Background: an optimization exercise with open tools, aiming at small area, a short achievable clock period and few clock cycles per item. Do not read the settings as production practice.
RTL that was checked went through simulation tests only; none was proved equivalent to the original.
Only the layout flow was run in run 4; the RTL was not checked for function there.
Power and IR drop assume default switching activity.

==> design/flow/design.v <==
`timescale 1ns / 1ps
`default_nettype none
package tws_pkg;
  localparam logic [1:0] KIND_ADD    = 2'd0;
  localparam logic [1:0] KIND_REMOVE = 2'd1;
  localparam logic [1:0] KIND_TICK   = 2'd2;
  localparam logic [1:0] KIND_NONE   = 2'd3;
  localparam logic [2:0] ST_ADDED    = 3'd0;
  localparam logic [2:0] ST_REJECTED = 3'd1;
  localparam logic [2:0] ST_REMOVED  = 3'd2;
  localparam logic [2:0] ST_EXPIRED  = 3'd3;
  localparam logic [2:0] ST_DONE     = 3'd4;
  localparam int unsigned DelayW  = 24;
  localparam int unsigned PeriodW = 16;
  localparam int unsigned IdW     = 5;
  localparam int unsigned QW      = 23;
  localparam int unsigned NTimers = 32;
endpackage
`default_nettype wire
`timescale 1ns / 1ps
`default_nettype none
module tws_front #(
  parameter int unsigned B = 2
) (
  input  wire logic                         clk_i,
  input  wire logic                         rst_ni,
  input  wire logic                         load_i,
  input  wire logic [tws_pkg::QW-1:0]       ld_d_i,
  input  wire logic [tws_pkg::IdW-1:0]      ld_id_i,
  input  wire logic [15:0]                  pn_i,
  input  wire logic [3:0]                   pz_i,
  input  wire logic                         tick_i,
  output logic                              busy_o,
  output logic                              can_load_o,
  output logic                              tick_ok_o,
  output logic [tws_pkg::IdW-1:0]           id_o,
  output logic                              wv_o,
  output logic [tws_pkg::IdW-1:0]           wid_o,
  output logic [tws_pkg::QW-1:0]            wq_o,
  output logic [4:0]                        wn_o
);
  localparam int unsigned QW = tws_pkg::QW;
  logic                 dv_q;
  logic [4:0]           dj_q;
  logic [15:0]          rem_q;
  logic [7:0]           str_q;
  logic [QW-1:0]        quo_q;
  logic [tws_pkg::IdW-1:0] id_q;
  logic [4:0]           n_q;
  logic                 qnz_q;
  logic fin;
  assign fin        = dv_q && (dj_q <= 5'(B));
  assign can_load_o = !dv_q || fin;
  assign busy_o     = dv_q;
  assign id_o       = id_q;
  logic pow_gt_n;
  always_comb begin
    if (dj_q >= 5'd5) pow_gt_n = 1'b1;
    else pow_gt_n = (6'd1 << dj_q) > {1'b0, n_q};
  end
  assign tick_ok_o = !dv_q || (qnz_q && pow_gt_n);
  logic [15:0]   rem_n;
  logic [7:0]    str_n;
  logic [QW-1:0] quo_n;
  logic          qnz_n;
  always_comb begin
    logic [16:0] trial, diff;
    trial = '0;
    diff  = '0;
    rem_n = rem_q;
    str_n = str_q;
    quo_n = quo_q;
    qnz_n = qnz_q;
    for (int s = 0; s < B; s++) begin
      if (5'(s) < dj_q) begin
        trial = {rem_n, str_n[7]};
        diff  = trial - {1'b0, pn_i};
        str_n = {str_n[6:0], 1'b0};
        if (!diff[16]) begin
          rem_n = diff[15:0];
          quo_n = {quo_n[QW-2:0], 1'b1};
          qnz_n = 1'b1;
        end else begin
          rem_n = trial[15:0];
          quo_n = {quo_n[QW-2:0], 1'b0};
        end
      end
    end
  end
  logic [4:0]    lz;
  logic [QW-1:0] xn;
  logic [5:0] k0p;
  always_comb begin
    lz = 5'd23;
    for (int i = 0; i < QW; i++) if (ld_d_i[i]) lz = 5'(QW - 1 - i);
    xn = ld_d_i << lz;
    k0p = 6'd8 + {2'b0, pz_i};
  end
  always_ff @(posedge clk_i or negedge rst_ni) begin
    if (!rst_ni) begin
      dv_q <= 1'b0;
      wv_o <= 1'b0;
    end else begin
      if (load_i) dv_q <= 1'b1;
      else if (fin) dv_q <= 1'b0;
      wv_o <= fin;
    end
  end
  always_ff @(posedge clk_i) begin
    if (fin) begin
      wid_o <= id_q;
      wq_o  <= quo_n;
      wn_o  <= n_q + 5'(tick_i);
    end
    if (load_i) begin
      rem_q <= {1'b0, xn[QW-1:8]};
      str_q <= xn[7:0];
      quo_q <= '0;
      qnz_q <= 1'b0;
      dj_q  <= (k0p > {1'b0, lz}) ? 5'(k0p - {1'b0, lz}) : 5'd0;
      id_q  <= ld_id_i;
      n_q   <= '0;
    end else if (dv_q) begin
      rem_q <= rem_n;
      str_q <= str_n;
      quo_q <= quo_n;
      qnz_q <= qnz_n;
      dj_q  <= (dj_q > 5'(B)) ? dj_q - 5'(B) : 5'd0;
      n_q   <= n_q + 5'(tick_i);
    end
  end
endmodule
`default_nettype wire
`timescale 1ns / 1ps
`default_nettype none
module tws_back (
  input  wire logic                            clk_i,
  input  wire logic                            we_i,
  input  wire logic [tws_pkg::IdW-1:0]         wid_i,
  input  wire logic [tws_pkg::QW-1:0]          wdata_i,
  input  wire logic [tws_pkg::QW-1:0]          tick_i,
  output logic      [tws_pkg::NTimers-1:0]     match_o
);
  logic [tws_pkg::NTimers-1:0][tws_pkg::QW-1:0] exp_q;
  always_ff @(posedge clk_i) begin
    for (int i = 0; i < tws_pkg::NTimers; i++)
      if (we_i && wid_i == tws_pkg::IdW'(i)) exp_q[i] <= wdata_i;
  end
  always_comb begin
    for (int i = 0; i < tws_pkg::NTimers; i++) match_o[i] = (exp_q[i] == tick_i);
  end
endmodule
`default_nettype wire
`timescale 1ns / 1ps
`default_nettype none
module timing_wheel_scheduler #(
  parameter int unsigned WHEEL_SLOTS = 64,
  parameter int unsigned MAX_TIMERS  = 32
) (
  input  wire logic                        clk_i,
  input  wire logic                        rst_ni,
  input  wire logic                        push,
  output logic                             full,
  input  wire logic [1:0]                  kind_i,
  input  wire logic [tws_pkg::IdW-1:0]     timer_id_i,
  input  wire logic signed [tws_pkg::DelayW-1:0] delay_ms_i,
  output logic                             empty,
  input  wire logic                        pop,
  output logic [2:0]                       status_o,
  output logic [tws_pkg::IdW-1:0]          expired_id_o,
  output logic                             last_o,
  input  wire logic                        cfg_valid_i,
  output logic                             cfg_ready_o,
  input  wire logic [tws_pkg::PeriodW-1:0] cfg_data_i
);
  localparam int unsigned QW = tws_pkg::QW;
  localparam int unsigned NT = tws_pkg::NTimers;
  localparam int unsigned IW = tws_pkg::IdW;
  assign cfg_ready_o = 1'b1;
  logic          a_v, b_v;
  logic [1:0]    a_kind, b_kind;
  logic [IW-1:0] a_id, b_id;
  logic [23:0]   a_d, b_d;
  logic          a_take;
  logic          p_dirty_q;
  assign full = b_v || p_dirty_q;
  logic acc;
  assign acc = push && !full;
  always_ff @(posedge clk_i or negedge rst_ni) begin
    if (!rst_ni) begin
      a_v <= 1'b0;
      b_v <= 1'b0;
    end else begin
      if (a_take || !a_v) begin
        a_v <= b_v || acc;
        b_v <= 1'b0;
      end else if (acc) begin
        b_v <= 1'b1;
      end
    end
  end
  always_ff @(posedge clk_i) begin
    if (a_take || !a_v) begin
      if (b_v) begin
        a_kind <= b_kind; a_id <= b_id; a_d <= b_d;
      end else begin
        a_kind <= kind_i; a_id <= timer_id_i; a_d <= delay_ms_i;
      end
    end
    if (!b_v) begin
      b_kind <= kind_i; b_id <= timer_id_i; b_d <= delay_ms_i;
    end
  end
  logic [15:0] p_q, pn_q;
  logic [3:0]  pz_q;
  logic        inflight;
  logic        w_v;
  logic        div_busy;
  assign inflight = a_v || b_v || w_v || div_busy;
  always_ff @(posedge clk_i or negedge rst_ni) begin
    if (!rst_ni) begin
      p_q       <= 16'd10;
      pn_q      <= 16'hA000;
      pz_q      <= 4'd12;
      p_dirty_q <= 1'b0;
    end else begin
      if (cfg_valid_i) p_q <= cfg_data_i;
      p_dirty_q <= cfg_valid_i || (p_dirty_q && inflight);
      if (p_dirty_q && !inflight) begin
        pn_q <= (p_q == 16'd0) ? 16'd1 : p_q;
        pz_q <= 4'd0;
      end else if (!pn_q[15]) begin
        pn_q <= {pn_q[14:0], 1'b0};
        pz_q <= pz_q + 4'd1;
      end
    end
  end
  logic [NT-1:0]  active_q;
  logic [QW-1:0]  t_q;
  logic           tick_v;       
  logic [NT-1:0]  exp_q;        
  logic           h_v, s_v;
  logic [2:0]     h_st, s_st;
  logic [IW-1:0]  h_id, s_id;
  logic [QW-1:0]  w_d;
  logic [IW-1:0]  w_id;
  logic          div_can_load, div_tick_ok, div_load;
  logic [IW-1:0] div_id;
  logic          wv;
  logic [IW-1:0] wid;
  logic [QW-1:0] wq;
  logic [4:0]    wn;
  logic          tick_take;
  logic [QW-1:0] ld_d;
  logic [IW-1:0] ld_id;
  logic [NT-1:0] match;
  tws_back u_back (
    .clk_i,
    .we_i    (wv),
    .wid_i   (wid),
    .wdata_i (t_q - QW'(wn) + wq),
    .tick_i  (t_q),
    .match_o (match)
  );
  tws_front #(.B(2)) u_front (
    .clk_i, .rst_ni,
    .load_i     (div_load),
    .ld_d_i     (ld_d),
    .ld_id_i    (ld_id),
    .pn_i       (pn_q),
    .pz_i       (pz_q),
    .tick_i     (tick_take),
    .busy_o     (div_busy),
    .can_load_o (div_can_load),
    .tick_ok_o  (div_tick_ok),
    .id_o       (div_id),
    .wv_o       (wv),
    .wid_o      (wid),
    .wq_o       (wq),
    .wn_o       (wn)
  );
  logic can_emit;
  assign can_emit = !s_v;
  logic a_add, a_rem, a_tick, a_none, add_ok, add_go, tick_ok, ld_ok;
  assign a_add  = a_kind == tws_pkg::KIND_ADD;
  assign a_rem  = a_kind == tws_pkg::KIND_REMOVE;
  assign a_tick = a_kind == tws_pkg::KIND_TICK;
  assign a_none = a_kind == tws_pkg::KIND_NONE;
  assign add_ok = !a_d[23] && !active_q[a_id];
  assign ld_ok  = div_can_load && pn_q[15];
  assign add_go = !w_v || ld_ok;
  assign tick_ok = !w_v && div_tick_ok;
  assign a_take = a_v && !tick_v &&
                  (a_none || (can_emit && (a_rem || (a_add && (!add_ok || add_go)) ||
                                           (a_tick && tick_ok))));
  assign tick_take = a_take && a_tick;
  logic [NT-1:0] a_onehot;
  assign a_onehot = NT'(1) << a_id;
  logic add_take;
  assign add_take = a_take && a_add && add_ok;
  assign div_load = ld_ok && (w_v || add_take);
  assign ld_d     = w_v ? w_d : a_d[QW-1:0];
  assign ld_id    = w_v ? w_id : a_id;
  logic w_in;
  assign w_in = add_take && (w_v || !ld_ok);
  logic [NT-1:0] hits, pend_mask, wr_hit;
  always_comb begin
    pend_mask = '0;
    wr_hit    = '0;
    if (div_busy) pend_mask[div_id] = 1'b1;
    if (wv) begin
      pend_mask[wid] = 1'b1;
      wr_hit[wid]    = (wq == QW'(wn));
    end
    hits = active_q & ((match & ~pend_mask) | wr_hit);
  end
  logic [NT-1:0] pe_in, pe_rest;
  logic [IW-1:0] pe_idx;
  logic          pe_any;
  always_comb begin
    pe_in  = tick_v ? exp_q : hits;
    pe_any = |pe_in;
    pe_idx = '0;
    for (int i = NT - 1; i >= 0; i--) if (pe_in[i]) pe_idx = IW'(i);
    pe_rest = pe_in & (pe_in - NT'(1));
  end
  logic          em_v;
  logic [2:0]    em_st;
  logic [IW-1:0] em_id;
  always_comb begin
    em_v  = 1'b0;
    em_st = tws_pkg::ST_DONE;
    em_id = '0;
    if (tick_v) begin
      em_v = can_emit;
      if (pe_any) begin em_st = tws_pkg::ST_EXPIRED; em_id = pe_idx; end
    end else if (a_take && !a_none) begin
      em_v = 1'b1;
      if (a_rem) em_st = tws_pkg::ST_REMOVED;
      else if (a_add) em_st = add_ok ? tws_pkg::ST_ADDED : tws_pkg::ST_REJECTED;
      else if (pe_any) begin em_st = tws_pkg::ST_EXPIRED; em_id = pe_idx; end
    end
  end
  always_ff @(posedge clk_i or negedge rst_ni) begin
    if (!rst_ni) begin
      active_q <= '0;
      t_q      <= '0;
      tick_v   <= 1'b0;
      w_v      <= 1'b0;
      h_v      <= 1'b0;
      s_v      <= 1'b0;
    end else begin
      if (tick_v) begin
        if (can_emit && !pe_any) tick_v <= 1'b0;
      end else if (tick_take) begin
        t_q      <= t_q + QW'(1);
        active_q <= active_q & ~hits;
        tick_v   <= pe_any;
      end else if (add_take) begin
        active_q <= active_q | a_onehot;
      end else if (a_take && a_rem) begin
        active_q <= active_q & ~a_onehot;
      end
      if (w_in) w_v <= 1'b1;
      else if (div_load && w_v) w_v <= 1'b0;
      if (!h_v || pop) begin
        h_v <= s_v || em_v;
        s_v <= 1'b0;
      end else if (em_v) begin
        s_v <= 1'b1;
      end
    end
  end
  always_ff @(posedge clk_i) begin
    if (tick_v ? can_emit : tick_take) exp_q <= pe_rest;
    if (w_in) begin
      w_d  <= a_d[QW-1:0];
      w_id <= a_id;
    end
    if (!h_v || pop) begin
      if (s_v) begin h_st <= s_st; h_id <= s_id; end
      else begin h_st <= em_st; h_id <= em_id; end
    end
    if (!s_v) begin s_st <= em_st; s_id <= em_id; end
  end
  assign empty        = !h_v;
  assign status_o     = h_st;
  assign expired_id_o = h_id;
  assign last_o       = h_st != tws_pkg::ST_EXPIRED;
endmodule
`default_nettype wire
==> design/flow/run.sh <==
#!/bin/bash
# synth_recipe.tcl (not shown) runs the flow's synth.tcl, then flattens the netlist and writes it again
# the make line also repeats each setting of config.mk as NAME=value (left out here)
make -C /OpenROAD-flow-scripts/flow DESIGN_CONFIG=/design/flow/config.mk WORK_HOME=/design/flow/orfs CLKGATE_MAP_FILE= SYNTH_SCRIPT=/design/flow/synth_recipe.tcl finish
==> design/flow/config.mk <==
export PLATFORM = sky130hd
export DESIGN_NAME = timing_wheel_scheduler
export DESIGN_NICKNAME = timing_wheel_scheduler
export VERILOG_FILES = /design/flow/design.v
export SDC_FILE = /design/flow/constraint.sdc
export NUM_CORES = 4
export LEC_CHECK = 0
export ABC_CLOCK_PERIOD_IN_PS = 3500
export CAP_MARGIN = 20
export CORE_MARGIN = 2
export CORE_UTILIZATION = 50
export SETUP_SLACK_MARGIN = 4
export SLEW_MARGIN = 20
export TNS_END_PERCENT = 100
==> design/flow/constraint.sdc <==
create_clock -name core_clock -period 8.0 [get_ports {clk_i}]
set_input_delay 1.6000 -clock core_clock [delete_from_list [all_inputs] [get_ports {clk_i}]]
set_output_delay 1.6000 -clock core_clock [all_outputs]
set_load 0.01 [all_outputs]
==> reports/summary.md, run 1 <==
For this run, design rule violations remaining after detail routing come to 0. The largest total area in the synthesized netlist belongs to sky130_fd_sc_hd__edfxtp_1. The floorplan step set the die width to 329 um. The relative contribution of combinational cells to total power is 42.7%, and the mean number of vias per cell is 5.98. The worst clock skew on the final layout was 0.0649 ns; the cell depth of the worst min-delay path was 2. Entering global routing, the biggest net connects 78 pins. The height of the die works out to 329 um. In the synthesized netlist, the number of instances is 4179. The cell type group with the largest total delay on the critical path is compound AO/OA/AOI/OAI gates. For this block, the via count after detailed routing is 35444. After synthesis, the share of flip-flops with an asynchronous set or reset is 9.35%.

The wire length after detailed routing was 160000 um; the highest net fanout along the worst path was 6. The design draws 0.0228 W. For the number of antenna violations at the first check in global routing, the log shows 3. The run finished with no timing, DRC or antenna violations.

The highest-delay cell along the critical path is sky130_fd_sc_hd__or4b_4. The H-tree was split into 3 levels. Primary flip-flop cell chosen by synthesis mapping: sky130_fd_sc_hd__edfxtp_1. Setup violations remaining at the end of the flow were counted as 0. Dividing the synthesized area by the synthesized cell count gives 12.6 um2. The tools report the root cell of the clock tree as sky130_fd_sc_hd__clkbuf_16. The internal power of the cells totals 0.0144 W. Dividing total power by cell area gives a power density of 362 nW/um2. The switching component of the power was 0.00836 W; the switching share of power was 36.7%.

The run gives 0 as the antenna violation net count after detailed routing. Number of global-route vias before repair: 34041. For this configuration, the core starts out at a cell density of 50.3%. The logs give 3 for the count of synthesis-stage warnings from yosys and 21.6 nW for the static power due to leakage. Counting both buffers and inverters, the worst setup path holds a total of 3. Global routing used 29.2% of the available tracks.

When the netlist entered floorplanning its net count stood at 4340. The area growth from synthesis to layout was 19.0%; the clock transition at the register clock pins on the worst setup and hold paths after CTS was 0.07 ns. For the detailed router's first-iteration violation count, the log shows 3234. The total count of max-transition violations in the final report was 0; the transition time at the pin with the least slew margin was 1.12 ns.

Global routing finished with a remaining overflow of 0. The area inside the core boundary was 105000 um2. The number of cells on the critical path came out at 25.

Setup repair after global routing could not meet its margin everywhere. The row count is 119, and the per-cell routed wire length is 27.0 um. The delay of the slowest critical-path stage works out to 0.48 ns. Number of iterations in the first detailed-routing pass: 6.

Of the available clock period, the critical path in the final layout requires 69.0%. Sequential cells burn 34.3% of the power. After synthesis the cells add up to 52800 um2.

The first global-routing pass estimated 230000 um of wire. STA classifies the critical path endpoint as a flip-flop. The synthesized design contains 900 enable-type register cells.

Counting I/O delays and the setup requirement, the final critical path takes 5.52 ns. Across the VDD grid, the largest voltage drop is 0.702 mV. The run gives 112 as the number of clock buffers inserted by TritonCTS. The tools report the number of filler cells placed in the layout as 8403. STA puts the critical path data arrival time at 5.93 ns. Adding up every negative setup slack in the final design gives 0 ns. Max-capacitance violation count: 0. Die footprint: 108000 um2. Setup slack closes at 2.48 ns. The number of buffers on the longest clock path is 3, and the half-perimeter wire length of the detailed placement result is 93000 um. The critical path in this run is classified as flip-flop to flip-flop. For the relative slew slack, the log shows 25.1%. In the final design database the tool counted 4601 nets. Yosys mapped the design onto 107 distinct sky130hd cell types. The clock network accounts for 23.1% of the total power.

Buffers inserted to repair hold after CTS numbered 0. The proportion of layout cells with a drive suffix above 1 is 19.6%. TritonCTS built the clock tree. Prior to clock tree synthesis, the placed netlist has a worst setup slack of 1.39 ns.

In this run the worst hold path is classified as flip-flop to flip-flop. STA classifies the critical path startpoint as a flip-flop. The final worst hold slack is 0.448 ns, and the clock insertion delay at the later pin of the skew report is 0.74 ns. For the worst flop-to-flop path, the logic depth is 25. The tools report the final-report hold violation count as 0. Buffers placed on the I/O ports in this run total 62. In the post-synthesis netlist, the biggest area contributors are sky130_fd_sc_hd__edfxtp_1, sky130_fd_sc_hd__xnor2_1, sky130_fd_sc_hd__dfrtp_1, sky130_fd_sc_hd__xor2_1, sky130_fd_sc_hd__mux2i_1.

The congestion estimate from routability-driven global placement came to 0.914. The sequential element share of the synthesized area was 58.6%. For the clock sink count, the log shows 1069. The synthesized design devotes to its leading area cell type 51.2% of total area. The tools report the number of primary I/O pins as 64. Critical path data required time: 8.41 ns. Static timing analysis puts the maximum clock frequency at 181 MHz. In this run, synthesis produced a sequential element count of 1069.
routing by layer:
layer | wire, um | GRT usage, %
met1 | 65300 | 39.1
met4 | 7670 | 11.4
met3 | 10800 | 4.23
met5 | 0 | 0
met2 | 76300 | 48.2
worst min-delay path, cell delays in order (launching register included):
cell	delay [ns]
sky130_fd_sc_hd__dfxtp_1	0.30
sky130_fd_sc_hd__inv_1	0.04
sky130_fd_sc_hd__a21oi_1	0.06
registers in the layout (all words and copies together), names as in the netlist, 8 cells and up, named ones only:
register / cells
a_d: 24
b_d: 24
exp_q: 31
p_q: 16
pn_q: 16
t_q: 23
u_back.exp_q: 736
u_front.quo_q: 23
u_front.rem_q: 16
u_front.str_q: 8
u_front.wq_o: 23
w_d: 23
cell usage after synthesis, types with 10 or more instances:
library cell / n
sky130_fd_sc_hd__o31ai_1: 17
sky130_fd_sc_hd__o21ai_0: 141
sky130_fd_sc_hd__inv_1: 155
sky130_fd_sc_hd__buf_4: 18
sky130_fd_sc_hd__clkbuf_1: 55
sky130_fd_sc_hd__edfxtp_1: 900
sky130_fd_sc_hd__and3_1: 22
sky130_fd_sc_hd__xor2_1: 257
sky130_fd_sc_hd__nor4_1: 99
sky130_fd_sc_hd__o211ai_1: 26
sky130_fd_sc_hd__a21o_1: 19
sky130_fd_sc_hd__nand2b_1: 24
sky130_fd_sc_hd__nand2_1: 174
sky130_fd_sc_hd__o21a_1: 26
sky130_fd_sc_hd__xnor2_1: 566
sky130_fd_sc_hd__a31oi_1: 31
sky130_fd_sc_hd__or2_2: 13
sky130_fd_sc_hd__nand3_1: 92
sky130_fd_sc_hd__ha_1: 101
sky130_fd_sc_hd__a211oi_1: 26
sky130_fd_sc_hd__mux2i_1: 142
sky130_fd_sc_hd__buf_1: 12
sky130_fd_sc_hd__nor2b_1: 29
sky130_fd_sc_hd__a21oi_1: 138
sky130_fd_sc_hd__nor2_1: 241
sky130_fd_sc_hd__buf_2: 107
sky130_fd_sc_hd__or3_1: 10
sky130_fd_sc_hd__nor3_1: 93
sky130_fd_sc_hd__dfrtp_1: 94
sky130_fd_sc_hd__mux4_2: 16
sky130_fd_sc_hd__dfxtp_1: 69
sky130_fd_sc_hd__mux2_2: 74
sky130_fd_sc_hd__and2_1: 26
sky130_fd_sc_hd__nand4_1: 141
cells in the final DEF, fill, tap and decap left out, types with 23 or more instances in the layout:
cell and n:
sky130_fd_sc_hd__nor2_4 25, sky130_fd_sc_hd__edfxtp_1 900, sky130_fd_sc_hd__xnor2_1 550, sky130_fd_sc_hd__mux2_2 73, sky130_fd_sc_hd__buf_12 28, sky130_fd_sc_hd__xor2_1 250, sky130_fd_sc_hd__nand4_1 141, sky130_fd_sc_hd__buf_6 29
sky130_fd_sc_hd__o21ai_0 133, sky130_fd_sc_hd__dfrtp_1 68, sky130_fd_sc_hd__nor4_1 78, sky130_fd_sc_hd__o211ai_1 26, sky130_fd_sc_hd__nand3_1 84, sky130_fd_sc_hd__o21a_1 23, sky130_fd_sc_hd__dfxtp_1 69, sky130_fd_sc_hd__nand2_1 166
sky130_fd_sc_hd__mux2i_1 140, sky130_fd_sc_hd__clkinv_1 23, sky130_fd_sc_hd__nor2b_1 26, sky130_fd_sc_hd__nor3_1 81, sky130_fd_sc_hd__a21oi_1 124, sky130_fd_sc_hd__ha_1 83, sky130_fd_sc_hd__clkbuf_16 115, sky130_fd_sc_hd__a31oi_1 24
sky130_fd_sc_hd__nor2_1 201, sky130_fd_sc_hd__inv_1 143, sky130_fd_sc_hd__clkdlybuf4s50_1 61, sky130_fd_sc_hd__buf_4 203, sky130_fd_sc_hd__and2_1 23, sky130_fd_sc_hd__clkinv_2 32
cell type report:
cell class / instances / area [um2] / share of cell area, %
Inverter: 158 / 607 / 0.966
Sequential cell: 1069 / 31000 / 49.3
Antenna cell: 1 / 2.50 / 0.00398
Clock inverter: 79 / 773 / 1.23
Timing Repair inverter: 1 / 5.00 / 0.00797
Timing Repair Buffer: 344 / 3490 / 5.55
Clock buffer: 130 / 2950 / 4.70
Tap cell: 1391 / 1740 / 2.77
Multi-Input combinational cell: 2754 / 22300 / 35.4
power groups by stage:
stage               registers, W  logic [W]  clock network (W)
finish                   0.00780    0.00972            0.00526
detailed placement       0.00799    0.00788                  0
floorplan                0.00770    0.00561                  0
global route             0.00786     0.0104            0.00552
CTS                      0.00778    0.00931            0.00532
global placement         0.00798    0.00780                  0
worst paths after layout:
check | start | end | slack (ns)
worst min register to register | s_st[1]$_DFF_P_ | s_st[1]$_DFF_P_ | 0.45
worst max register to register | pn_q[0]$_DFFE_PN0P_ | u_front.rem_q[3]$_DFFE_PP_ | 2.48
max in group asynchronous | rst_ni | t_q[1]$_DFFE_PN0P_ | 5.56
worst max-delay path | pn_q[0]$_DFFE_PN0P_ | u_front.rem_q[3]$_DFFE_PP_ | 2.48
min in group asynchronous | rst_ni | h_v$_DFFE_PN0N_ | 0.89
worst min-delay path | s_st[1]$_DFF_P_ | s_st[1]$_DFF_P_ | 0.45
stage by stage:
stage / util, % / cells / area [um2]
2_1_floorplan: - / 4179 / 53100
3_3_place_gp: 52.7 / 5512 / 55300
3_5_place_dp: 52.7 / 5513 / 55400
4_1_cts: 58.4 / 5833 / 61300
5_1_grt: 59.8 / 5927 / 62800
6_report: 59.8 / 5927 / 62800
what timing repair did:
action	4_1_cts	5_1_grt
setup buffers	101	91
cloned	10	2
resized for setup	246	146
pin swaps	65	81
endpoints found under the setup margin	659	427
kinds of logic (layout without fill, tap and decap cells):
family | Yosys count | after routing | synth area share, %
DFF | 1069 | 1069 | 58.6
adders and majority gates | 109 | 109 | 2.70
AOI/OAI and AO/OA | 565 | 565 | 7.02
buffers and inverters | 359 | 712 | 3.06
muxes | 232 | 232 | 4.95
and+or+nand+nor | 1020 | 1023 | 10.0
other | 1 | 2 | 0.00710
xor gates and xnor gates | 824 | 824 | 13.7
Testbench counts, summed over its fixed seeds: cycles 4,345, items 3,200.
==> inputs of run 2 (changes only) <==
--- a/design/flow/config.mk
+++ b/design/flow/config.mk
@@ -7,3 +7,3 @@
 export LEC_CHECK = 0
-export ABC_CLOCK_PERIOD_IN_PS = 3500
+export ABC_CLOCK_PERIOD_IN_PS = 2500
 export CAP_MARGIN = 20
@@ -11,3 +11,3 @@
 export CORE_UTILIZATION = 50
-export SETUP_SLACK_MARGIN = 4
+export SETUP_SLACK_MARGIN = 5
 export SLEW_MARGIN = 20
==> reports/summary.md, run 2 <==
The final-report hold violation count was 0 (unchanged). The mean number of vias per cell is 6.15 (+2.8%). The area growth from synthesis to layout is 30.3%. The via count of the routed design is 37995 (+7.2%), and the largest net degree at the start of global routing is 78 (unchanged). The antenna violation net count after detailed routing was 0 (unchanged). The internal power consumption was 0.0154 W (+7.1%); the post-synthesis cell type count was 107 (unchanged). The run gives 1.49 ns (+0.0958 ns) as the post-placement worst setup slack. In the final layout, the registers with the most flip-flops are u_back.exp_q: 736 flops, exp_q: 31 flops. The aggregate negative setup slack is 0 ns (unchanged).

The relative contribution of combinational cells to total power was 46.3% (+3.6 points). Effective utilization at floorplan: 50.3% (unchanged). The source of the worst register-to-register timing path was u_front.str_q[7]$_DFFE_PP_. Final worst hold slack: 0.458 ns (+0.00979 ns).

Path type of the worst min-delay path: flip-flop to flip-flop. The run gives 24.2 nW (+12%) as the static power due to leakage. Cell type group with the largest total delay on the critical path: compound AO/OA/AOI/OAI gates.

The share of power burned in registers is 31.9% (-2.4 points), and the height of the die is 329 um (unchanged). The sum of internal, switching and leakage power is 0.0245 W (+7.7%). Counting instances in the post-synthesis netlist gives the leading cell types as sky130_fd_sc_hd__edfxtp_1, sky130_fd_sc_hd__xnor2_1, sky130_fd_sc_hd__xor2_1. Clock sink count: 1069 (unchanged). The detailed router's first-iteration violation count was 4561 (+41%); the total count of max-transition violations in the final report was 0 (unchanged).

For the area inside the core boundary, the log shows 105000 um2 (unchanged). The fraction of post-synthesis cell area in the top cell type by area was 51.2% (unchanged). The global-route total usage across every layer came out at 32.1% (+2.8 points). The run gives 65.5% (+5.7 points) as the final standard cell utilization of the core. The tools report the post-route worst setup slack as 2.44 ns (-0.0370 ns). The tools report the endpoint arrival time on the critical path as 6.06 ns (+0.13 ns).

The wire length after detailed routing was 183000 um (+14%). The run gives 3 (unchanged) as the number of buffers on the longest clock path. Max-capacitance violation count: 0 (unchanged).

Following the worst setup path forward leads to its endpoint at u_front.rem_q[13]$_DFFE_PP_. Half-perimeter wire length of the detailed placement result: 94600 um (+1.8%). The count of synthesis-stage warnings from yosys was 3 (unchanged); the clock insertion delay at the later pin of the skew report was 0.73 ns (about the same). The portion of the clock cycle consumed by the worst path in the final layout is 69.5% (+0.46 points). Setup repair after global routing could not meet its margin everywhere.

The post-synthesis sequential element count works out to 1069 (unchanged). The switching component of the power was 0.00910 W (+8.9%). The cell depth of the worst min-delay path came out at 2 (unchanged). The root cell of the clock tree was sky130_fd_sc_hd__clkbuf_16. The count of hold-fix buffers inserted at cts is 0 (unchanged).

The proportion of layout cells with a drive suffix above 1 was 28.7% (+9.1 points). The worst setup path is launched from a flip-flop. The logs give 6 (+3) for the number of antenna violations at the first check in global routing and 180 MHz (-0.67%) for the fmax. The number of DRC violations after detailed routing came out at 0 (unchanged). The most common cell after layout, fill and taps aside was sky130_fd_sc_hd__edfxtp_1. The run gives 114 (+1.8%) as the number of clock buffers inserted by TritonCTS.

The top cell types in the final layout, fill and taps aside, are sky130_fd_sc_hd__edfxtp_1, sky130_fd_sc_hd__xnor2_1, sky130_fd_sc_hd__buf_4, sky130_fd_sc_hd__xor2_1. The number of iterations in the first detailed-routing pass is 6 (unchanged). Flip-flop count of the largest register after layout: 736 (unchanged). Origin of the worst setup path: u_front.str_q[7]$_DFFE_PP_. The share of synthesized flip-flops with an asynchronous set or reset works out to 9.35% (unchanged). The number of primary I/O pins was 64 (unchanged). The number of cells on the critical path is 25 (unchanged), and the count of flip-flops with a built-in enable after synthesis is 900 (unchanged). The most common cell in the synthesized netlist is sky130_fd_sc_hd__edfxtp_1. The per-cell routed wire length came out at 29.6 um (+9.4%).

The transition time at the pin with the least slew margin is 1.15 ns (+0.0231 ns), and the worst clock skew on the final layout is 0.0383 ns (-0.0266 ns). The logs give 4340 (unchanged) for the number of nets produced by synthesis and 4179 (unchanged) for the synthesized instance count. The clock transition at the register clock pins on the worst setup and hold paths after CTS works out to 0.06 ns (about the same).

Among all flip-flop cells after synthesis, the most frequent one is sky130_fd_sc_hd__edfxtp_1. For the final count of negative-setup-slack endpoints, the log shows 0 (unchanged). TritonCTS built the clock tree. The row count is 119 (unchanged), and the last weighted congestion value of the routability-driven placer is 0.915 (about the same). The final net count came out at 4843 (+5.3%).

The highest net fanout along the worst path was 7 (+1). Maximum vdd ir drop: 0.517 mV (-26%). The count of buffer and inverter cells on the critical path was 3 (unchanged); the number of H-tree levels was 3 (unchanged).

By area the synthesized netlist is led by sky130_fd_sc_hd__edfxtp_1, sky130_fd_sc_hd__xnor2_1, sky130_fd_sc_hd__dfrtp_1, sky130_fd_sc_hd__xor2_1, sky130_fd_sc_hd__mux2i_1. The power density over cell area was 357 nW/um2 (-1.6%); the die footprint was 108000 um2 (unchanged). The cell count of the worst reg-to-reg path was 25 (unchanged); the count of buffers from port buffering was 62 (unchanged).

The number of global-route vias before repair came out at 35923 (+5.5%). The worst setup path is captured at a flip-flop. The chip width came out at 329 um (unchanged). The sequential element share of the synthesized area was 58.6% (unchanged); the sum of overflow across all layers after global routing was 0 (unchanged). The first-pass GRT wire length is 251000 um (+9.1%). The delay of the slowest critical-path stage was 0.39 ns (-0.09 ns); the time the final worst path needs with I/O delays and setup was 5.56 ns (+0.0370 ns).

The number of filler cells placed in the layout is 7682 (-8.6%). The endpoint identified for the worst register-to-register timing path is u_front.rem_q[13]$_DFFE_PP_. The setup path with the least slack is of type flip-flop to flip-flop.

The largest total area in the synthesized netlist belongs to sky130_fd_sc_hd__edfxtp_1. The flow ran to the end and the layout has no timing, DRC or antenna violations. For the relative slew slack, the log shows 23.5% (-1.6 points).

The switching share of power was 37.1% (+0.39 points); the average footprint of a synthesized cell was 12.6 um2 (unchanged). The run gives 52800 um2 (unchanged) as the total standard cell area after synthesis. The internal reg-to-reg setup slack came out at 2.44 ns (-0.04 ns).

The largest register by flop count is u_back.exp_q. The run gives 8.50 ns (+0.09 ns) as the critical path data required time. For this design, the slowest cell found on the critical path is sky130_fd_sc_hd__edfxtp_1.

The part of the power in the clock network came out at 21.7% (-1.4 points).
run 2: how the worst min path moves through the flow:
| stage | startpoint | slack (ns) | to |
|---|---|---|---|
| 2_1_floorplan | s_id[4]$_DFF_P_ | 0.41 | s_id[4]$_DFF_P_ |
| 3_3_place_gp | s_id[4]$_DFF_P_ | 0.44 | s_id[4]$_DFF_P_ |
| 3_5_place_dp | s_id[4]$_DFF_P_ | 0.44 | s_id[4]$_DFF_P_ |
| 4_1_cts | s_id[2]$_DFF_P_ | 0.45 | s_id[2]$_DFF_P_ |
| 5_1_grt | s_id[3]$_DFF_P_ | 0.48 | s_id[3]$_DFF_P_ |
| 6_report | s_st[1]$_DFF_P_ | 0.46 | s_st[1]$_DFF_P_ |
run 2: power by group through the flow:
stage	Combinational [W]	Sequential, W	Clock, W
2_1_floorplan	0.00581	0.00770	0
3_3_place_gp	0.00793	0.00800	0
3_5_place_dp	0.00798	0.00801	0
4_1_cts	0.0101	0.00781	0.00535
5_1_grt	0.0120	0.00788	0.00557
6_report	0.0114	0.00784	0.00533
run 2: layout make-up:
class | count | area, um2 | area share, %
multi-input combinational | 2764 | 24400 | 35.4
timing repair buffer | 575 | 7290 | 10.6
clock inverter | 62 | 553 | 0.804
tap | 1391 | 1740 | 2.53
inverter | 158 | 639 | 0.930
sequential | 1069 | 31000 | 45.1
clock buffer | 156 | 3160 | 4.59
antenna | 4 | 10.0 | 0.0146
run 2: timing repair:
item / 4_1_cts / 5_1_grt
setup endpoints to repair: 940 / 893
gates resized for setup: 646 / 294
pin swaps: 146 / 197
gates cloned: 53 / 25
buffers inserted: 254 / 114
run 2: logic make-up (layout without fill, tap and decap cells):
| logic type | after synthesis | in the layout | share of synthesized area [%] |
|---|---|---|---|
| buffers and inverters | 359 | 951 | 3.06 |
| adders and majority gates | 109 | 109 | 2.70 |
| and+or+nand+nor | 1020 | 1031 | 10.0 |
| muxes | 232 | 232 | 4.95 |
| xor gates and xnor gates | 824 | 824 | 13.7 |
| AOI/OAI and AO/OA | 565 | 567 | 7.02 |
| DFF | 1069 | 1069 | 58.6 |
| other | 1 | 5 | 0.00710 |
run 2: through the flow:
stage	area [um2]	instances
finish	68800	6179
global route	68800	6175
CTS	65700	6036
detailed placement	55900	5511
global placement	55900	5511
floorplan	54100	4179
run 2: tightest hold or removal path: stages (launching register included):
cell and delay [ns]:
sky130_fd_sc_hd__dfxtp_1 0.29, sky130_fd_sc_hd__inv_1 0.06, sky130_fd_sc_hd__a21oi_2 0.06
run 2: layer usage:
layer | wire (um) | up-vias | track usage [%]
met5 | 13 | - | 0
met4 | 11300 | 2 | 14.4
met3 | 15300 | 510 | 5.21
met2 | 86800 | 1889 | 53.2
met1 | 69200 | 19204 | 41.5
li1 | - | 16390 | -
==> inputs of run 3 (changes only) <==
--- a/design/flow/config.mk
+++ b/design/flow/config.mk
@@ -7,8 +7,5 @@
 export LEC_CHECK = 0
-export ABC_CLOCK_PERIOD_IN_PS = 2500
 export CAP_MARGIN = 20
 export CORE_MARGIN = 2
-export CORE_UTILIZATION = 50
-export SETUP_SLACK_MARGIN = 5
+export CORE_UTILIZATION = 40
 export SLEW_MARGIN = 20
-export TNS_END_PERCENT = 100
==> reports/summary.md, run 3 <==
For the antenna violation net count after detailed routing, the log shows 0 (unchanged). For the largest net degree at the start of global routing, the log shows 78 (unchanged). The run gives 4179 (unchanged) as the synthesized instance count. The most used flip-flop cell after synthesis is sky130_fd_sc_hd__edfxtp_1.

The largest individual stage delay along the critical path comes from the cell sky130_fd_sc_hd__o41ai_1. The post-synthesis sequential element count works out to 1069 (unchanged). The placed instance count is 5881 (+6.7%).

The largest register by flop count is u_back.exp_q. The highest net fanout along the worst path came out at 20 (+13). The routed wire length on met2 is 71800 um (-17%). The wire length the detailed router placed on met1 was 64600 um (-6.7%); the fmax was 143 MHz (-21%). The power density over cell area is 351 nW/um2 (-1.6%). The worst hold path terminates at s_st[1]$_DFF_P_.

The clock transition at the register clock pins on the worst setup and hold paths after CTS is 0.06 ns (about the same). Setup repair after global routing left no endpoint under its margin. For the relative slew slack, the log shows 15.1% (-8.4 points). Count of buffer and inverter cells on the critical path: 3 (unchanged). The logs give 0 (unchanged) for the number of DRC violations after detailed routing and 34206 (-10%) for the via count of the routed design.

After synthesis, the cell types taking the most area are sky130_fd_sc_hd__edfxtp_1, sky130_fd_sc_hd__xnor2_1, sky130_fd_sc_hd__dfrtp_1, sky130_fd_sc_hd__xor2_1, sky130_fd_sc_hd__mux2i_1. The chip width works out to 367 um (+12%). The endpoint arrival time on the critical path is 7.44 ns (+1.38 ns). For the effective utilization at floorplan, the log shows 40.2% (-10 points).

The number of global-route vias before repair was 33055 (-8.0%); the fraction of post-synthesis cell area in the top cell type by area was 51.2% (unchanged). The cell depth of the worst min-delay path came out at 2 (unchanged). The proportion of layout cells with a drive suffix above 1 came out at 11.2% (-17 points). The run gives 155000 um (-15%) as the wire length after detailed routing. Height of the die: 367 um (+12%). The launching element type of the critical path was a flip-flop. The logs give 0.411 mV (-21%) for the maximum vdd ir drop and 0.0609 ns (+0.0226 ns) for the worst clock skew on the final layout. The count of hold-fix buffers inserted at cts is 0 (unchanged).

The clock insertion delay at the later pin of the skew report came out at 0.76 ns (+0.03 ns). In the layout the commonest cells are sky130_fd_sc_hd__edfxtp_1, sky130_fd_sc_hd__xnor2_1, sky130_fd_sc_hd__xor2_1, sky130_fd_sc_hd__nor2_1, sky130_fd_sc_hd__nand2_1. The commonest cells after synthesis are sky130_fd_sc_hd__edfxtp_1, sky130_fd_sc_hd__xnor2_1, sky130_fd_sc_hd__xor2_1. For the post-synthesis cell type count, the log shows 107 (unchanged).

In this run the clock root is driven by a sky130_fd_sc_hd__clkbuf_16. The logs give 59300 um2 (-14%) for the final non-filler cell area and 133 (+12%) for the row count. The tools report the half-perimeter wire length of the detailed placement result as 94800 um (+0.22%).

Cell type group with the largest total delay on the critical path: compound AO/OA/AOI/OAI gates. Element type at the critical path end: a flip-flop. The number of primary I/O pins is 64 (unchanged). The startpoint identified for the worst register-to-register timing path is u_front.str_q[7]$_DFFE_PP_.

The number of H-tree levels is 3 (unchanged), and the clock sink count is 1069 (unchanged). For the critical path data required time, the log shows 8.45 ns (-0.05 ns). The type of the setup path with the least slack is flip-flop to flip-flop. The largest area contributor in the netlist is sky130_fd_sc_hd__edfxtp_1.

The number of nets produced by synthesis came out at 4340 (unchanged). TritonCTS built the clock tree. The delay of the slowest critical-path stage is 0.60 ns (+0.21 ns), and the internal reg-to-reg setup slack is 1.01 ns (-1.44 ns).

The multi-input logic area is 20700 um2 (-15%). Compared with the post-synthesis result, the final layout area differs by 12.3%. The sequential element share of the synthesized area was 58.6% (unchanged).

For the first-pass GRT wire length, the log shows 226000 um (-10%). For the sum of internal, switching and leakage power, the log shows 0.0208 W (-15%). The run gives 0 ns (unchanged) as the aggregate negative setup slack. The count of synthesis-stage warnings from yosys is 3 (unchanged), and the per-cell routed wire length is 25.5 um (-14%). The sum of overflow across all layers after global routing is 0 (unchanged), and the final count of negative-setup-slack endpoints is 0 (unchanged). The last weighted congestion value of the routability-driven placer was 0.918 (+0.35%); the total count of max-transition violations in the final report was 0 (unchanged). The average footprint of a synthesized cell is 12.6 um2 (unchanged), and the post-placement worst setup slack is 1.03 ns (-0.457 ns).

The flip-flop count of the largest register after layout was 736 (unchanged). Most common cell after layout, fill and taps aside: sky130_fd_sc_hd__edfxtp_1. After detailed routing, no signal wire sits above met5. The detailed router's first-iteration violation count came out at 3851 (-16%). For the number of antenna violations at the first check in global routing, the log shows 2 (-4). By instance count, the leading cell after synthesis is sky130_fd_sc_hd__edfxtp_1.

The min-delay analysis places its worst path in the category flip-flop to flip-flop. The run finished with no timing, DRC or antenna violations. The run gives 0 (-100%) as the number of setup buffers added after CTS. The number of filler cells placed in the layout is 11908 (+55%), and the final net count is 4398 (-9.2%). The count of buffers from port buffering came out at 62 (unchanged). Transition time at the pin with the least slew margin: 1.26 ns (+0.116 ns). The max-capacitance violation count is 0 (unchanged). The post-route worst setup slack was 1.01 ns (-1.44 ns). The time the final worst path needs with I/O delays and setup came out at 6.99 ns (+1.44 ns). For the number of standard cells in the final layout excluding fillers, the log shows 6089 (-1.5%). The mean number of vias per cell was 5.62 (-8.6%). The final-report hold violation count is 0 (unchanged). The share of synthesized flip-flops with an asynchronous set or reset is 9.35% (unchanged), and the placed instance area is 55600 um2 (-0.52%). The number of clock buffers inserted by TritonCTS came out at 109 (-4.4%). The largest registers in the layout are u_back.exp_q: 736 flops, exp_q: 31 flops.

Number of buffers on the longest clock path: 3 (unchanged). The routed wire length on met3 came out at 12000 um (-22%). The run gives 131000 um2 (+25%) as the area inside the core boundary. The worst hold path begins at s_st[1]$_DFF_P_. The reg-to-reg critical path endpoint was u_front.rem_q[0]$_DFFE_PP_. The post-cts gate resize count came out at 0 (-100%).

Total standard cell area after synthesis: 52800 um2 (unchanged). The count of flip-flops with a built-in enable after synthesis was 900 (unchanged). The global-route total usage across every layer is 22.7% (-9.3 points), and the cell count of the worst reg-to-reg path is 25 (unchanged). The run gives 30900 um2 (-0.19%) as the sequential cell area in the final layout. The die footprint was 135000 um2 (+25%). The static power due to leakage was 20.0 nW (-17%); the portion of the clock cycle consumed by the worst path in the final layout was 87.4% (+18 points). The number of iterations in the first detailed-routing pass came out at 6 (unchanged).
==> run 3: changes by cell type in the layout (fill, tap and decap cells not counted), sizes merged, moves of 2 or more <==
cell / change
buf: -408
nand2b: -4
bufbuf: -5
dlygate4sd2: -2
inv: -4
clkdlybuf4s15: -5
clkdlybuf4s50: +11
clkbuf: -26
nand2: -4
diode: -3
==> run 3: per-stage QoR <==
stage          hold slack [ns]  utilization (%)
2_1_floorplan            0.417                -
3_3_place_gp             0.439             42.3
3_5_place_dp             0.448             42.4
4_1_cts                  0.458             45.1
5_1_grt                  0.481             45.2
6_report                 0.454             45.2
==> run 3: final cells by class <==
cell class	count	area share (%)
sequential	1069	52.2
multi-input combinational	2751	34.9
clock buffer	148	5.02
tap	1755	3.70
timing repair buffer	148	2.16
inverter	158	1.00
clock inverter	59	0.992
antenna	1	0.00422
==> run 3: layer usage <==
| layer | vias to the layer above | track usage, % |
|---|---|---|
| met5 | - | 0 |
| met4 | 2 | 9.45 |
| met3 | 323 | 4.30 |
| met2 | 1339 | 36.0 |
| met1 | 17131 | 30.6 |
| li1 | 15411 | - |
==> run 3: cell families after synthesis <==
logic type / Yosys count / share of synthesized area, %
buf+inv: 359 / 3.06
compound gates: 565 / 7.02
simple gates: 1020 / 10.0
other cells: 1 / 0.00710
flops: 1069 / 58.6
mux: 232 / 4.95
fa+ha+maj: 109 / 2.70
xor+xnor: 824 / 13.7
==> run 3: power by group <==
group | leakage [nW] | internal, W | total (W) | switching [W]
Sequential | 9.93 | 0.00734 | 0.00788 | 0.000537
Clock | 1.72 | 0.00288 | 0.00512 | 0.00225
Combinational | 8.37 | 0.00293 | 0.00783 | 0.00489
==> run 3: worst max path at each step <==
stage | startpoint | endpoint | slack (ns) | depth (start not counted)
floorplan | u_front.str_q[7]$_DFFE_PP_ | u_front.rem_q[0]$_DFFE_PP_ | 2.26 | 27
global placement | pn_q[15]$_DFF_PN1_ | u_front.rem_q[0]$_DFFE_PP_ | 1.05 | 22
detailed placement | u_front.str_q[7]$_DFFE_PP_ | u_front.rem_q[0]$_DFFE_PP_ | 1.03 | 25
CTS | u_front.str_q[7]$_DFFE_PP_ | u_front.rem_q[0]$_DFFE_PP_ | 0.98 | 25
global route | pn_q[15]$_DFF_PN1_ | u_front.rem_q[0]$_DFFE_PP_ | 0.55 | 23
finish | u_front.str_q[7]$_DFFE_PP_ | u_front.rem_q[0]$_DFFE_PP_ | 1.01 | 25
==> run 3: tightest hold or removal path: cells and delay by family (launching register included) <==
family	cells	cell delay (ns)
flip-flops	1	0.30
AO/OA/AOI/OAI	1	0.07
buffers and inverters	1	0.04
==> inputs of run 4 (changes only) <==
--- a/design/flow/design.v
+++ b/design/flow/design.v
@@ -22,3 +22,3 @@
 module tws_front #(
-  parameter int unsigned B = 2
+  parameter int unsigned B = 2    
 ) (
@@ -29,3 +29,5 @@
   input  wire logic [tws_pkg::IdW-1:0]      ld_id_i,
+  input  wire logic                         ld_n_i,
   input  wire logic [15:0]                  pn_i,
+  input  wire logic [17:0]                  pn3_i,
   input  wire logic [3:0]                   pz_i,
@@ -66,5 +68,8 @@
   always_comb begin
-    logic [16:0] trial, diff;
-    trial = '0;
-    diff  = '0;
+    logic [17:0] trial;
+    logic [18:0] d1, d2, d3;
+    trial = {rem_q, str_q[7:6]};
+    d1 = {1'b0, trial} - {3'b0, pn_i};
+    d2 = {1'b0, trial} - {2'b0, pn_i, 1'b0};
+    d3 = {1'b0, trial} - {1'b0, pn3_i};
     rem_n = rem_q;
@@ -73,15 +78,20 @@
     qnz_n = qnz_q;
-    for (int s = 0; s < B; s++) begin
-      if (5'(s) < dj_q) begin
-        trial = {rem_n, str_n[7]};
-        diff  = trial - {1'b0, pn_i};
-        str_n = {str_n[6:0], 1'b0};
-        if (!diff[16]) begin
-          rem_n = diff[15:0];
-          quo_n = {quo_n[QW-2:0], 1'b1};
-          qnz_n = 1'b1;
-        end else begin
-          rem_n = trial[15:0];
-          quo_n = {quo_n[QW-2:0], 1'b0};
-        end
+    if (dj_q >= 5'd2) begin
+      str_n = {str_q[5:0], 2'b00};
+      if (!d3[18]) begin
+        rem_n = d3[15:0]; quo_n = {quo_q[QW-3:0], 2'd3};
+      end else if (!d2[18]) begin
+        rem_n = d2[15:0]; quo_n = {quo_q[QW-3:0], 2'd2};
+      end else if (!d1[18]) begin
+        rem_n = d1[15:0]; quo_n = {quo_q[QW-3:0], 2'd1};
+      end else begin
+        rem_n = trial[15:0]; quo_n = {quo_q[QW-3:0], 2'd0};
+      end
+      qnz_n = qnz_q || !d1[18];
+    end else if (dj_q == 5'd1) begin
+      str_n = {str_q[6:0], 1'b0};
+      if (!d2[18]) begin
+        rem_n = d2[16:1]; quo_n = {quo_q[QW-2:0], 1'b1}; qnz_n = 1'b1;
+      end else begin
+        rem_n = trial[16:1]; quo_n = {quo_q[QW-2:0], 1'b0};
       end
@@ -118,6 +128,6 @@
       quo_q <= '0;
-      qnz_q <= 1'b0;
+      qnz_q <= k0p >= {1'b0, lz} + 6'd2 + 6'(ld_n_i);
       dj_q  <= (k0p > {1'b0, lz}) ? 5'(k0p - {1'b0, lz}) : 5'd0;
       id_q  <= ld_id_i;
-      n_q   <= '0;
+      n_q   <= 5'(ld_n_i);
     end else if (dv_q) begin
@@ -214,2 +224,4 @@
   logic [15:0] p_q, pn_q;
+  logic [17:0] pn3_q;           
+  logic        pn_rdy_q;
   logic [3:0]  pz_q;
@@ -224,2 +236,3 @@
       pz_q      <= 4'd12;
+      pn_rdy_q  <= 1'b1;
       p_dirty_q <= 1'b0;
@@ -228,2 +241,3 @@
       p_dirty_q <= cfg_valid_i || (p_dirty_q && inflight);
+      pn_rdy_q <= pn_q[15] && !(p_dirty_q && !inflight);
       if (p_dirty_q && !inflight) begin
@@ -240,3 +254,2 @@
   logic           tick_v;       
-  logic [NT-1:0]  exp_q;        
   logic           h_v, s_v;
@@ -246,2 +259,4 @@
   logic [IW-1:0]  w_id;
+  logic           w_ge;         
+  logic           w_t;          
   logic          div_can_load, div_tick_ok, div_load;
@@ -252,3 +267,3 @@
   logic [4:0]    wn;
-  logic          tick_take;
+  logic          tick_take, tick_done;
   logic [QW-1:0] ld_d;
@@ -269,5 +284,7 @@
     .ld_id_i    (ld_id),
+    .ld_n_i     (w_v && (w_t || tick_done)),
     .pn_i       (pn_q),
+    .pn3_i      (pn3_q),
     .pz_i       (pz_q),
-    .tick_i     (tick_take),
+    .tick_i     (tick_done),
     .busy_o     (div_busy),
@@ -289,5 +306,5 @@
   assign add_ok = !a_d[23] && !active_q[a_id];
-  assign ld_ok  = div_can_load && pn_q[15];
+  assign ld_ok  = div_can_load && pn_rdy_q;
   assign add_go = !w_v || ld_ok;
-  assign tick_ok = !w_v && div_tick_ok;
+  assign tick_ok = (!w_v || (w_ge && !w_t)) && div_tick_ok;
   assign a_take = a_v && !tick_v &&
@@ -305,2 +322,6 @@
   assign w_in = add_take && (w_v || !ld_ok);
+  logic [QW-1:0] hi_mask;
+  always_comb begin
+    for (int i = 0; i < QW; i++) hi_mask[i] = (5'(i) + {1'b0, pz_q}) >= 5'd16;
+  end
   logic [NT-1:0] hits, pend_mask, wr_hit;
@@ -310,5 +331,7 @@
     if (div_busy) pend_mask[div_id] = 1'b1;
+    if (w_v) pend_mask[w_id] = 1'b1;
     if (wv) begin
       pend_mask[wid] = 1'b1;
-      wr_hit[wid]    = (wq == QW'(wn));
+      wr_hit[wid]    = (wq == QW'(wn)) && !(div_busy && div_id == wid) &&
+                       !(w_v && w_id == wid);
     end
@@ -316,3 +339,3 @@
   end
-  logic [NT-1:0] pe_in, pe_rest;
+  logic [NT-1:0] pe_low;
   logic [IW-1:0] pe_idx;
@@ -320,8 +343,8 @@
   always_comb begin
-    pe_in  = tick_v ? exp_q : hits;
-    pe_any = |pe_in;
+    pe_any = |hits;
     pe_idx = '0;
-    for (int i = NT - 1; i >= 0; i--) if (pe_in[i]) pe_idx = IW'(i);
-    pe_rest = pe_in & (pe_in - NT'(1));
+    for (int i = NT - 1; i >= 0; i--) if (hits[i]) pe_idx = IW'(i);
+    pe_low = hits & ~(hits - NT'(1));
   end
+  assign tick_done = (tick_v ? can_emit : tick_take) && !pe_any;
   logic          em_v;
@@ -352,7 +375,5 @@
     end else begin
-      if (tick_v) begin
-        if (can_emit && !pe_any) tick_v <= 1'b0;
-      end else if (tick_take) begin
-        t_q      <= t_q + QW'(1);
-        active_q <= active_q & ~hits;
+      if (tick_done) t_q <= t_q + QW'(1);
+      if (tick_v ? can_emit : tick_take) begin
+        active_q <= active_q & ~pe_low;
         tick_v   <= pe_any;
@@ -374,3 +395,5 @@
   always_ff @(posedge clk_i) begin
-    if (tick_v ? can_emit : tick_take) exp_q <= pe_rest;
+    pn3_q <= {2'b0, pn_q} + {1'b0, pn_q, 1'b0};
+    if (w_in) w_t <= 1'b0;
+    else if (tick_done) w_t <= 1'b1;
     if (w_in) begin
@@ -378,2 +401,3 @@
       w_id <= a_id;
+      w_ge <= |(a_d[QW-1:0] & hi_mask);
     end
--- a/design/flow/config.mk
+++ b/design/flow/config.mk
@@ -7,5 +7,8 @@
 export LEC_CHECK = 0
+export ABC_CLOCK_PERIOD_IN_PS = 3000
 export CAP_MARGIN = 20
 export CORE_MARGIN = 2
-export CORE_UTILIZATION = 40
+export CORE_UTILIZATION = 55
+export SETUP_SLACK_MARGIN = 4.5
 export SLEW_MARGIN = 20
+export TNS_END_PERCENT = 100
==> reports/summary.md, run 4 <==
In this run the critical register-to-register path is launched from t_q[6]$_DFFE_PN0P_. Area growth from synthesis to layout: 27.5%. The tree is rooted in a sky130_fd_sc_hd__clkbuf_16.

The cell depth of the worst min-delay path was 1 (-1); the clock insertion delay at the later pin of the skew report was 0.74 ns (-0.02 ns). The sum of overflow across all layers after global routing was 0 (unchanged); the transition time at the pin with the least slew margin was 1.16 ns (-0.107 ns). Area inside the core boundary: 100000 um2 (-24%). The proportion of layout cells with a drive suffix above 1 was 24.6% (+13 points).

Largest family of logic cells by synthesized area: simple AND/OR/NAND/NOR gates. TritonCTS built the clock tree. The mean number of vias per cell came out at 6.73 (+20%). Chip width: 323 um (-12%). The count of buffers from port buffering works out to 62 (unchanged).

The number of nets produced by synthesis was 4964 (+14%). Total standard cell area after synthesis: 55800 um2 (+5.7%). The post-synthesis sequential element count is 1059 (-0.94%). The logs give 42.4% (+20 points) for the global-route total usage across every layer and 2.98 ns (+1.97 ns) for the post-route worst setup slack.

The height of the die was 323 um (-12%); the power density over cell area was 342 nW/um2 (-2.6%). The count of buffer and inverter cells on the critical path was 15 (+12). The share of synthesized flip-flops with an asynchronous set or reset is 9.54% (+0.18 points). Number of H-tree levels: 3 (unchanged). The cell count of the worst reg-to-reg path is 25 (unchanged). The type of the setup path with the least slack was flip-flop to flip-flop.

The number of buffers on the longest clock path is 3 (unchanged), and the fraction of post-synthesis cell area in the top cell type by area is 46.9% (-4.3 points). Setup repair after global routing could not meet its margin everywhere. The number of clock buffers inserted by TritonCTS came out at 110 (+0.92%).

The count of synthesis-stage warnings from yosys is 3 (unchanged), and the total count of max-transition violations in the final report is 0 (unchanged). The top cell types in the final layout, fill and taps aside, are sky130_fd_sc_hd__edfxtp_1, sky130_fd_sc_hd__xnor2_1, sky130_fd_sc_hd__xor2_1, sky130_fd_sc_hd__buf_4, sky130_fd_sc_hd__nand2_1. In the post-synthesis netlist, the cell with the most instances is sky130_fd_sc_hd__edfxtp_1. Antenna violation net count after detailed routing: 0 (unchanged).

The time the final worst path needs with I/O delays and setup came out at 5.02 ns (-1.97 ns). The commonest cells after synthesis are sky130_fd_sc_hd__edfxtp_1, sky130_fd_sc_hd__xnor2_1, sky130_fd_sc_hd__nor2_1. Effective utilization at floorplan: 55.6% (+15 points). Yosys attributes the largest share of cell area to sky130_fd_sc_hd__edfxtp_1, sky130_fd_sc_hd__xnor2_1, sky130_fd_sc_hd__xor2_1, sky130_fd_sc_hd__dfrtp_1, sky130_fd_sc_hd__ha_1. The last weighted congestion value of the routability-driven placer is 1.06 (+15%), and the max-capacitance violation count is 0 (unchanged). The logs give 310000 um (+37%) for the first-pass GRT wire length and 22.7% (+7.6 points) for the relative slew slack. Clock sink count: 1059 (-0.94%).

Basic-gate share of the synthesized area counting and, or, nand and nor cells: 13.8% (+3.7 points). The startpoint identified for the worst hold timing path is b_d[16]$_DFF_P_. The final count of negative-setup-slack endpoints came out at 0 (unchanged). Grouping stages by cell kind, the critical path spends the most delay in buffers and inverters.

The post-synthesis cell type count was 110 (+2.8%); the fmax was 199 MHz (+39%). The share of cell area taken by muxes after synthesis came out at 3.51% (-1.4 points). The logs give 129000 um (+36%) for the half-perimeter wire length of the detailed placement result and 5488 (+25%) for the final net count. Number of iterations in the first detailed-routing pass: 8 (+2). Largest register by flop count: u_back.exp_q. The biggest area contributor in the post-synthesis netlist is sky130_fd_sc_hd__edfxtp_1. The run gives 116 (-13%) as the row count.

The most common cell type on the critical path was sky130_fd_sc_hd__buf_6. The placed instance area was 58700 um2 (+5.5%); the worst clock skew on the final layout was 0.0597 ns (-0.00119 ns). For the final-report hold violation count, the log shows 0 (unchanged). Internal reg-to-reg setup slack: 2.98 ns (+1.97 ns). The tools report the detailed router's first-iteration violation count as 6765 (+76%).

The average footprint of a synthesized cell was 11.7 um2 (-7.1%); the post-synthesis compound-gate area fraction was 7.84% (+0.81 points). The flip-flop count of the largest register after layout came out at 736 (unchanged). The primary flip-flop cell chosen by synthesis mapping was sky130_fd_sc_hd__edfxtp_1. Per-cell routed wire length: 34.2 um (+34%). The most common cell after layout, fill and taps aside was sky130_fd_sc_hd__edfxtp_1. Clock transition at the register clock pins on the worst setup and hold paths after CTS: 0.07 ns (about the same). The tools report the via count of the routed design as 45433 (+33%). The worst setup path is captured at a flip-flop. The run gives 19 (+17) as the number of antenna violations at the first check in global routing. The flow ran to the end and the layout has no timing, DRC or antenna violations. Number of filler cells placed in the layout: 6920 (-42%). The tools report the end point of the worst hold path as b_d[16]$_DFF_P_.

For the number of primary I/O pins, the log shows 64 (unchanged). The run gives 1.88 ns (+0.847 ns) as the post-placement worst setup slack. The count of flip-flops with a built-in enable after synthesis was 872 (-3.1%). The slowest stage of the critical path belongs to the cell sky130_fd_sc_hd__dfrtp_4. The run gives 0 ns (unchanged) as the aggregate negative setup slack. Sum of internal, switching and leakage power: 0.0243 W (+17%).

The endpoint arrival time on the critical path is 5.52 ns (-1.92 ns), and the number of DRC violations after detailed routing is 0 (unchanged). The logs give 4757 (+14%) for the synthesized instance count and 65 (-17%) for the largest net degree at the start of global routing. The highest net fanout along the worst path is 8 (-60%), and the portion of the clock cycle consumed by the worst path in the final layout is 62.8% (-25 points). The tools report the wire length after detailed routing as 231000 um (+49%). The tools report the sequential element share of the synthesized area as 54.5% (-4.0 points).

The maximum vdd ir drop was 0.582 mV (+42%); the critical path data required time was 8.50 ns (+0.05 ns). The static power due to leakage is 25.3 nW (+26%). For the final standard cell utilization of the core, the log shows 71.0% (+26 points).

The worst setup path is launched from a flip-flop. The adder and majority cell fraction of the synthesized area was 3.63% (+0.93 points). The endpoint identified for the worst register-to-register timing path is h_st[0]$_DFFE_PN_.

The die footprint is 104000 um2 (-23%). The path type of the worst min-delay path was flip-flop to flip-flop. Share of the synthesized netlist area taken by xor and xnor gates: 13.5% (-0.19 points). The largest registers in the layout are u_back.exp_q: 736 flops, a_d: 24 flops, b_d: 24 flops.

The delay of the slowest critical-path stage is 0.57 ns (-0.03 ns). The logs give 41772 (+26%) for the number of global-route vias before repair and 71200 um2 (+20%) for the final non-filler cell area.
[run 4: cell count changes in the layout (fill, tap and decap cells not counted), moves of 45 or more]
cell,change
sky130_fd_sc_hd__buf_4,+216
sky130_fd_sc_hd__buf_12,+95
sky130_fd_sc_hd__nand2_1,+93
sky130_fd_sc_hd__buf_6,+83
sky130_fd_sc_hd__nand4_1,+81
sky130_fd_sc_hd__xor2_1,+68
sky130_fd_sc_hd__o22ai_1,+57
sky130_fd_sc_hd__mux2i_1,-54
sky130_fd_sc_hd__nor4_1,+49
sky130_fd_sc_hd__nor2_1,+47
sky130_fd_sc_hd__o21ai_0,-46
sky130_fd_sc_hd__buf_16,+45
[run 4: worst max path at each step]
stage | start | end | slack (ns) | depth (start not counted)
final | t_q[6]$_DFFE_PN0P_ | h_st[0]$_DFFE_PN_ | 2.98 | 25
after CTS | u_front.wid_o[1]$_DFFE_PP_ | u_front.qnz_q$_DFFE_PP_ | 3.20 | 25
after detailed placement | u_front.wid_o[0]$_DFFE_PP_ | u_front.qnz_q$_DFFE_PP_ | 1.88 | 22
after floorplan | u_front.wid_o[0]$_DFFE_PP_ | u_front.qnz_q$_DFFE_PP_ | 3.20 | 27
after global routing | u_front.wid_o[1]$_DFFE_PP_ | u_front.qnz_q$_DFFE_PP_ | 2.98 | 26
after global placement | u_front.wid_o[0]$_DFFE_PP_ | u_front.qnz_q$_DFFE_PP_ | 1.87 | 21
[run 4: what timing repair did]
action,CTS,global route
pin swaps,103,100
hold buffers,0,0
gates resized for setup,496,258
setup buffers,290,96
cloned,45,18
endpoints found under the setup margin,879,757
[run 4: logic make-up (layout without fill, tap and decap cells)]
logic type	Yosys count	in the layout
flops	1059	1059
buf+inv	394	1008
other cells	1	20
simple gates	1452	1457
xor+xnor	859	859
compound gates	666	667
mux	170	170
fa+ha+maj	156	156
[run 4: power by group]
| group | internal, W | switching (W) |
|---|---|---|
| clock | 0.00290 | 0.00230 |
| combinational | 0.00436 | 0.00687 |
| sequential | 0.00721 | 0.000706 |
[run 4: per-layer routing]
layer | GRT usage, % | up-vias | wire (um)
li1 | - | 18778 | -
met1 | 56.6 | 22283 | 84400
met2 | 61.1 | 3432 | 95000
met3 | 12.7 | 930 | 32800
met4 | 25.5 | 10 | 18600
met5 | 0 | - | 65
[run 4: layout make-up]
| type | instances | area [um2] | area share (%) |
|---|---|---|---|
| clock buffer | 135 | 2950 | 4.15 |
| timing repair buffer | 608 | 7500 | 10.5 |
| multi-input combinational | 3310 | 27000 | 37.9 |
| sequential | 1059 | 30500 | 42.9 |
| tap | 1357 | 1700 | 2.39 |
| antenna | 19 | 47.5 | 0.0668 |
| clock inverter | 73 | 689 | 0.969 |
| inverter | 192 | 793 | 1.11 |
[run 4: metrics by stage]
step	cells	hold WS (ns)
detailed placement	6075	0.457
global route	6735	0.488
global placement	6075	0.455
floorplan	4757	0.412
CTS	6618	0.476
finish	6753	0.474
[run 4: worst reg2reg max path: cells and delay by family, from the launching register on]
family / cells / cell delay [ns]
AO/OA/AOI/OAI: 2 / 0.59
XOR/XNOR: 1 / 0.23
buffers and inverters: 15 / 1.77
flip-flops: 1 / 0.57
AND/OR/NAND/NOR: 7 / 1.66

-- afterwards: timing with drivers on the ports --
In the flow no input, the clock included, has a driving cell. The finished layouts below were timed again as built, in two steps. Step 1: set_driving_cell puts a clkbuf_16 on clk_i and a buf_2 on each other input, an assumption about the parent block. Step 2, shift: input delay + t, output delay - t, t = (earliest + latest rising clock arrival at the registers) / 2. This alone moves slack from input paths to output paths. Slacks: no drivers / after step 1 / after step 2; pairs: no drivers / after step 1.
run | shift t [ns] | setup WS [ns] | worst slew at a driven data input, ns
run 1 | 0.780 | 2.481 / 2.481 / 2.481 | 0.05
run 2 | 0.788 | 2.444 / 2.444 / 2.444 | 0.06
run 3 | 0.794 | 1.008 / 1.008 / 1.008 | 0.07
run 4 | 0.796 | 2.975 / 2.975 / 2.975 | 0.10
After both steps every run listed still meets setup and hold.
